Source: an optimization exercise on an open RTL-to-GDS flow (aim: small area, a short achievable clock period and few clock cycles per item). Production flows keep margins and buffers that such runs may drop. Function was checked by simulation only, so behaviour that the tests miss may differ from the original.

## mult_div_unit
module mult_div_unit #(
  parameter int MUL_LAT = md_pkg::MUL_LAT_DEF
) (
  input  logic        clk,
  input  logic        rst_n,
  input  logic        start,
  input  logic        hilo,
  input  logic        we,
  input  logic [1:0]  op,
  input  logic        madd,
  input  logic [31:0] src_a,
  input  logic [31:0] src_b,
  output logic        busy,
  output logic [31:0] hi,
  output logic [31:0] lo,
  output logic [31:0] rd_data
);
  localparam int W = 52;    
  md_pkg::md_state_e state_q, state_d;
  logic [31:0] hi_q, hi_d, lo_q, lo_d;
  logic [31:0] a_q, a_d;         
  logic [35:0] u_q, u_d;         
  logic [3:0]  cnt_q, cnt_d;
  logic        sgn_q, sgn_d;
  logic        madd_q, madd_d;
  logic        corr_q, corr_d;
  logic        pb_q, pb_d;
  logic        qneg_q, qneg_d;
  logic        rneg_q, rneg_d;
  function automatic logic [5:0] clz32(input logic [31:0] x);
    logic [15:0] z1;  logic [15:0] c1;         
    logic [7:0]  z2;  logic [15:0] c2;         
    logic [3:0]  z3;  logic [11:0] c3;         
    logic [1:0]  z4;  logic [7:0]  c4;         
  ...
==> flow/config.mk <==
export PLATFORM = sky130hd
export DESIGN_NAME = mult_div_unit
export DESIGN_NICKNAME = mult_div_unit
export VERILOG_FILES = /design/flow/design.v
export SDC_FILE = /design/flow/constraint.sdc
export NUM_CORES = 4
export LEC_CHECK = 0
export CAP_MARGIN = 20
export CORE_MARGIN = 2
export CORE_UTILIZATION = 40
export SETUP_SLACK_MARGIN = 5
export SLEW_MARGIN = 20
==> flow/constraint.sdc <==
create_clock -name core_clock -period 13.0 [get_ports {clk}]
set_input_delay 2.6000 -clock core_clock [delete_from_list [all_inputs] [get_ports {clk}]]
set_output_delay 2.6000 -clock core_clock [all_outputs]
set_load 0.01 [all_outputs]
run.sh (not shown) runs the stock make flow with config.mk's settings and CLKGATE_MAP_FILE= SYNTH_SCRIPT=/design/flow/synth_recipe.tcl, a recipe that flattens the netlist after the stock synthesis.
The first run went through all stages and came out clean.
Testbench counts at the start, summed over its fixed seeds: cycles 4,286, ops 1,920.
Next try:
--- a/flow/design.v
+++ b/flow/design.v
@@ -100,18 +100,16 @@
   logic [W-1:0] l3s [2], l3c [2];
   logic [W-1:0] l4s, l4c, l5s, l5c;
   logic [W-1:0] vsum;
   function automatic logic [2*W-1:0] csa(input logic [W-1:0] x, input logic [W-1:0] y,
                                          input logic [W-1:0] z);
     csa = {((x & y) | (x & z) | (y & z)) << 1, x ^ y ^ z};
   endfunction
-  logic idle;
-  assign idle  = (state_q == md_pkg::ST_IDLE);
-  assign a_ext = idle ? {op[0] & src_a[31], src_a} : {sgn_q & a_q[31], a_q};
-  assign bx    = idle ? {src_b[15:0], 1'b0} : {lo_q[15:0], pb_q};
+  assign a_ext = {sgn_q & a_q[31], a_q};
+  assign bx    = {lo_q[15:0], pb_q};
   always_comb begin
     for (int j = 0; j < 8; j++) begin
       logic x2, x1, x0, one, two;
       logic [33:0] mag, r;
       x2 = bx[2*j+2];
       x1 = bx[2*j+1];
       x0 = bx[2*j];
@@ -120,19 +118,18 @@
       two     = (x2 & ~x1 & ~x0) | (~x2 & x1 & x0);
       mag     = one ? {a_ext[32], a_ext} : two ? {a_ext, 1'b0} : '0;
       r       = mag ^ {34{bneg[j]}};
       pp[j]   = W'({~r[33], r[32:0]}) << (2*j);
       if (j > 0) pp[j] = pp[j] | (W'(bneg[j-1]) << (2*j-2));
     end
   end
-  assign chh   = idle ? (madd ? hi_q[15:0] : 16'd0) : (madd_q ? hi_q[31:16] : 16'd0);
-  assign corrh = idle ? ((!op[0] && src_b[31]) ? src_a[15:0] : 16'd0)
-                      : (corr_q ? a_q[31:16] : 16'd0);
+  assign chh   = (!madd_q) ? 16'd0 : cnt_q[0] ? hi_q[31:16] : hi_q[15:0];
+  assign corrh = (!corr_q) ? 16'd0 : cnt_q[0] ? a_q[31:16]  : a_q[15:0];
   assign cadd  = {1'b0, chh} + {1'b0, corrh};
-  assign opu = idle ? W'({1'b1, 3'd0, madd ? lo_q : 32'd0}) : W'({~u_q[35], u_q[34:0]});
+  assign opu = W'({~u_q[35], u_q[34:0]});
   assign opi = (W'(cadd) << 32) | (W'(bneg[7]) << 14);
   assign {l1c[0], l1s[0]} = csa(opu,   pp[0], pp[1]);
   assign {l1c[1], l1s[1]} = csa(pp[2], pp[3], pp[4]);
   assign {l1c[2], l1s[2]} = csa(pp[5], pp[6], pp[7]);
   assign {l1c[3], l1s[3]} = csa(opi,   MK,    '0);
   assign {l2c[0], l2s[0]} = csa(l1s[0], l1c[0], l1s[1]);
   assign {l2c[1], l2s[1]} = csa(l1c[1], l1s[2], l1c[2]);
@@ -178,19 +175,20 @@
     case (state_q)
       md_pkg::ST_IDLE: begin
         if (start) begin
           sgn_d = op[0];
           if (!op[1]) begin
             state_d = md_pkg::ST_MUL;
             a_d     = src_a;
-            u_d     = vsum[W-1:16];
-            lo_d    = {vsum[15:0], src_b[31:16]};
+            u_d     = madd ? {4'd0, lo_q} : 36'd0;
+            lo_d    = src_b;
+            cnt_d   = 4'd0;
             madd_d  = madd;
             corr_d  = !op[0] && src_b[31];
-            pb_d    = src_b[15];
+            pb_d    = 1'b0;
           end else if (src_b != 32'd0) begin
             if (nq[6] || nq == 7'd0) begin
               hi_d    = src_a;
               lo_d    = 32'd0;
             end else begin
               state_d = md_pkg::ST_DIV;
               a_d     = mb;
@@ -203,17 +201,22 @@
           end
         end else if (we) begin
           if (hilo) lo_d = src_a;
           else      hi_d = src_a;
         end
       end
       md_pkg::ST_MUL: begin
-        hi_d    = vsum[47:16];
-        lo_d    = {vsum[15:0], lo_q[31:16]};
-        state_d = md_pkg::ST_IDLE;
+        u_d  = vsum[W-1:16];
+        lo_d = {vsum[15:0], lo_q[31:16]};
+        pb_d = lo_q[15];
+        cnt_d = cnt_q + 4'd1;
+        if (cnt_q[0]) begin
+          hi_d    = vsum[47:16];
+          state_d = md_pkg::ST_IDLE;
+        end
       end
       md_pkg::ST_DIV: begin
         u_d   = {4'd0, dv_rem};
         lo_d  = dv_quo;
         cnt_d = cnt_q - 4'd1;
         if (cnt_q == 4'd0) begin
           hi_d    = rneg_q ? -dv_rem : dv_rem;
Outcome: The changed run passed the timing, DRC and antenna checks. Wire length went down by 8.8%. Non-clock buffer count is lower by 94. Sequential share of layout area rose by 0.47 points. Cell area falls by 5.0%. Global-route usage decreases by 5.0 points.
Testbench counts after the change, summed over its fixed seeds: cycles 5,466, ops 1,920.

-- static timing again, ports no longer ideal --
The results above use ideal ports. As a check the final layouts listed here were re-extracted and re-timed, cells and wires unchanged.
Step 1, drivers: a clkbuf_16 drives clk and a buf_2 each remaining input, both assumed.
Step 2 times the ports against the registers' clock, not the clock port: input delays grow and output delays shrink by t, the midpoint of the rising clock arrivals with the driver on.
Three values: ideal ports, drivers, drivers and shift; two values: the first two.
run | t, ns | slack for setup (ns) | clock arrival spread, ns | worst slew at a driven data input, ns | pins driven straight from the clock port
the first run | 0.512 | 3.768 / 3.797 / 3.285 | 0.023 / 0.023 | 0.08 | 1
the second run | 0.569 | 4.393 / 4.420 / 3.851 | 0.031 / 0.030 | 0.06 | 1
After both steps every run listed still meets setup and hold. The setup slack of the second run, which loses most, moves by +0.027 ns with the drivers and by -0.542 ns with both steps.
